What follows belongs to an exercise in optimizing a design on an open flow for small area; a production flow would make more cautious choices.
In this exercise RTL edits were held to simulation tests only and were not proved equivalent to the original.
No activity file was given, so power comes from the tool's default toggle rates.

Setup of JK:
// sha256_hasher
module sha256_hasher (
  input  wire logic                     clk,
  input  wire logic                     block_load,
  input  wire logic                     block_start,
  input  wire logic                     message_load,
  input  wire sha256_pkg::sha256_block_t block,
  output logic                          block_ready,
  output logic                          done,
  output sha256_pkg::sha256_state_t     hash,
  output sha256_pkg::block_count_t      block_count
);
  logic               load, expand, rounds, feed, init;
  logic [2:0]         i;
  logic [5:0]         round;
  sha256_pkg::digit_t head, h_tail, iv, w_t;
  hash_chain_ctrl u_ctrl (
    .clk          (clk),
    .block_load   (block_load),
    .block_start  (block_start),
    .message_load (message_load),
    .head         (head),
    .load         (load),
    .expand       (expand),
    .i            (i),
    .round        (round),
    .rounds       (rounds),
    .feed         (feed),
    .init         (init),
    .h_tail       (h_tail),
    .iv           (iv),
    .chain_value  (hash),
    .block_ready  (block_ready),
    .done         (done),
    .block_count  (block_count)
  );
  sha256_core u_core (
    .clk    (clk),
    .i      (i),
    .round  (round),
    .rounds (rounds),
    .feed   (feed),
    .init   (init),
    .w_t    (w_t),
    .h_tail (h_tail),
    .iv     (iv),
    .head   (head)
  );
  message_schedule u_sched (
    .clk    (clk),
    .load   (load),
    .expand (expand),
    .i      (i),
    .t      (round),
    .block  (block),
    .w_t    (w_t)
  );
endmodule
Size: about 2,600 cells after synthesis, about 1,100 flip-flops, about 780 I/O pins.
export LEC_CHECK = 0
export CAP_MARGIN = 20
export CORE_MARGIN = 2
export CORE_UTILIZATION = 60
export PLACE_DENSITY = 0.7
export SLEW_MARGIN = 20
create_clock -name core_clock -period 10.0 [get_ports {clk}]
standard.sh (not shown) runs the stock make flow with config.mk's settings and CLKGATE_MAP_FILE= SYNTH_SCRIPT=/design/flow/synth_recipe.tcl, a recipe that flattens the netlist after the stock synthesis.
==> flow/flow/run.sh <==
#!/bin/bash
# The standard layout, with the smallest buffer on the ports and a
# clock tree of small buffers without dummy loads. Each tool's output
# stays in orfs/logs; make's own output goes to flow_make.log here.
set -euo pipefail
export BUFFER_PORTS_ARGS="-buffer_cell sky130_fd_sc_hd__buf_1"
export CTS_ARGS="-sink_clustering_enable -repair_clock_nets -dont_use_dummy_load -buf_list {sky130_fd_sc_hd__clkbuf_2 sky130_fd_sc_hd__clkbuf_4 sky130_fd_sc_hd__clkbuf_8}"
bash standard.sh finish > flow_make.log 2>&1
Here is what was changed in the inputs of MS compared with JK.
diff --git a/flow/flow/run.sh b/flow/flow/run.sh
--- a/flow/flow/run.sh
+++ b/flow/flow/run.sh
@@ -7 +7 @@
-export CTS_ARGS="-sink_clustering_enable -repair_clock_nets -dont_use_dummy_load -buf_list {sky130_fd_sc_hd__clkbuf_2 sky130_fd_sc_hd__clkbuf_4 sky130_fd_sc_hd__clkbuf_8}"
+export CTS_ARGS="-sink_clustering_enable -repair_clock_nets -dont_use_dummy_load -buf_list sky130_fd_sc_hd__clkbuf_4"
## What came out
- Looking at the reports, MS completed the entire flow and the layout it produced met the timing, design-rule and antenna checks.
- Critical path arrival for MS is higher than for JK.
- From JK to MS the numbers moved as follows: final cell utilization of the core fell 0.57 points; routed wire length fell 3.0%; initial antenna violation count fell 3.
- Min multi-input gate share of total cell area across JK and MS: JK
- Reported for JK and MS, post-synthesis instance total turned out identical to the last digit.
- Between JK and MS, the flow reports overall power decreasing by a few percent.
- The lower portion of total power attributed to the clock network of JK and MS is in MS.
- Diff JK -> MS: slew at the pin closest to its max-slew limit now smaller, area added between synthesis and finish now smaller, required arrival time at the worst endpoint now larger.
Modified inputs, AL compared to MS
==> flow/flow/run.sh <==
#!/bin/bash
# The standard layout with three changes: ABC maps the logic for area
# (flow/abc_map.script, in a copy of the ORFS scripts), the ports get the
# smallest buffer, and the clock tree uses small buffers and no dummy
# loads. Each tool's output stays in orfs/logs; make's own output goes
# to flow_make.log here.
set -euo pipefail
rm -rf scripts_area
cp -r "$FLOW_HOME/scripts" scripts_area
cp flow/abc_map.script scripts_area/abc_speed.script
export BUFFER_PORTS_ARGS="-buffer_cell sky130_fd_sc_hd__buf_1"
export CTS_ARGS="-sink_clustering_enable -repair_clock_nets -dont_use_dummy_load -buf_list sky130_fd_sc_hd__clkbuf_4 -sink_clustering_size 10 -sink_clustering_max_diameter 60"
bash standard.sh SCRIPTS_DIR="$PWD/scripts_area" finish > flow_make.log 2>&1
==> flow/flow/abc_map.script (new file) <==
strash
dc2
dch -f
amap
topo
Findings:
Side by side, area used by multi-input combinational logic turned out lower in AL than in MS.
Summary: with MS as the reference, critical path depth in AL moved up by a few percent.
AL vs MS — portion of the layout cell area used by clock cells dropped 2.2 points.
On AL: fraction of the core area covered by cells at the end of the flow is 0.62 points lower than what MS gave.
AL against MS: count of buffer and inverter cells on the critical path grew by 2, clock-buffer cell count lost 115, switching portion of total power -0.30 points.
Compared with MS, AL is more frugal on power.
From MS to AL the numbers moved as follows: filler-free cell count of the finished design went down; total routing usage reported by global routing climbed 2.6 points; fraction of area in multi-input gates now sits lower.
Relative to AL, the following input files were edited for TR:
==> flow/flow/run.sh <==
#!/bin/bash
# The standard layout, with the smallest buffer on the ports and no
# dummy loads in the clock tree. Each tool's output stays in orfs/logs;
# make's own output goes to flow_make.log here.
set -euo pipefail
export BUFFER_PORTS_ARGS="-buffer_cell sky130_fd_sc_hd__buf_1"
export CTS_ARGS="-sink_clustering_enable -repair_clock_nets -dont_use_dummy_load"
bash standard.sh finish > flow_make.log 2>&1
removed: flow/flow/abc_map.script
- In the flow results for AL and TR, the post-synthesis cell type count is larger on TR.
- Looking at compound-cell area share of the yosys netlist, TR sits below AL.
- TR ran to completion and came out clean on the timing, design-rule and antenna checks.
- Proportion of cell area occupied by multi-input gates for TR: 1.6 points up relative to AL
- AL -> TR: via-per-instance ratio increased by a few percent
Edits applied to the flow inputs when going from TR to PW:
==> flow/flow/run.sh <==
#!/bin/bash
# The standard layout with three changes: ABC maps the logic for area
# (flow/abc_map.script, in a copy of the ORFS scripts), the ports get the
# smallest buffer, and the clock tree uses small buffers and no dummy
# loads. Each tool's output stays in orfs/logs; make's own output goes
# to flow_make.log here.
set -euo pipefail
rm -rf scripts_area
cp -r "$FLOW_HOME/scripts" scripts_area
cp flow/abc_map.script scripts_area/abc_speed.script
export BUFFER_PORTS_ARGS="-buffer_cell sky130_fd_sc_hd__buf_1"
export CTS_ARGS="-sink_clustering_enable -repair_clock_nets -dont_use_dummy_load -buf_list sky130_fd_sc_hd__clkbuf_4 -root_buf sky130_fd_sc_hd__clkbuf_16 -tree_buf sky130_fd_sc_hd__clkbuf_16 -sink_clustering_size 8 -sink_clustering_max_diameter 50"
bash standard.sh SCRIPTS_DIR="$PWD/scripts_area" finish > flow_make.log 2>&1
==> flow/flow/abc_map.script (new file) <==
strash
dc2
dch -f
amap
topo
Notes after the runs:
Delta(die width, PW - TR) < 0
Delta (PW minus TR): global-route wire length before repair flat, total power down 800 µW, cell depth of the worst setup path up about 5%, count of standard-cell rows down 1, number of clock buffers in the layout up 57.
Compare PW and TR | number of antenna violations at the first check in global routing lower: TR
Against TR, PW reports a clock-cell share of area that is lower.
PW: PASS, flow complete, no timing, DRC or antenna violations
Net switching share of the total power for PW is higher than for TR.

[static timing again, ports no longer ideal]
In the flow no input, the clock included, has a driving cell. The finished layouts below were timed again as built, in two steps. Step 1 sets driving cells, clkbuf_16 on the clock port and buf_2 on the other inputs (assumed; they add their load-dependent delay and slew). Step 2 times the ports against the registers' clock, not the clock port: input delays grow and output delays shrink by t, the midpoint of the rising clock arrivals with the driver on. Slacks: no drivers / after step 1 / after step 2; pairs: no drivers / after step 1.
run	t, ns	setup WS [ns]	hold WS [ns]	worst data-port slew with drivers (ns)	cell pins on the clock port's net
JK	0.801	2.719 / 2.719 / 2.719	0.293 / 0.293 / 0.293	0.16	1
MS	1.040	2.709 / 2.709 / 2.709	0.219 / 0.219 / 0.219	0.16	1
AL	0.942	1.402 / 1.402 / 1.402	0.271 / 0.271 / 0.271	0.18	1
TR	0.686	2.598 / 2.598 / 2.598	0.262 / 0.262 / 0.262	0.16	1
PW	0.730	1.254 / 1.254 / 1.254	0.282 / 0.282 / 0.282	0.18	1
After both steps every run listed still meets setup and hold.
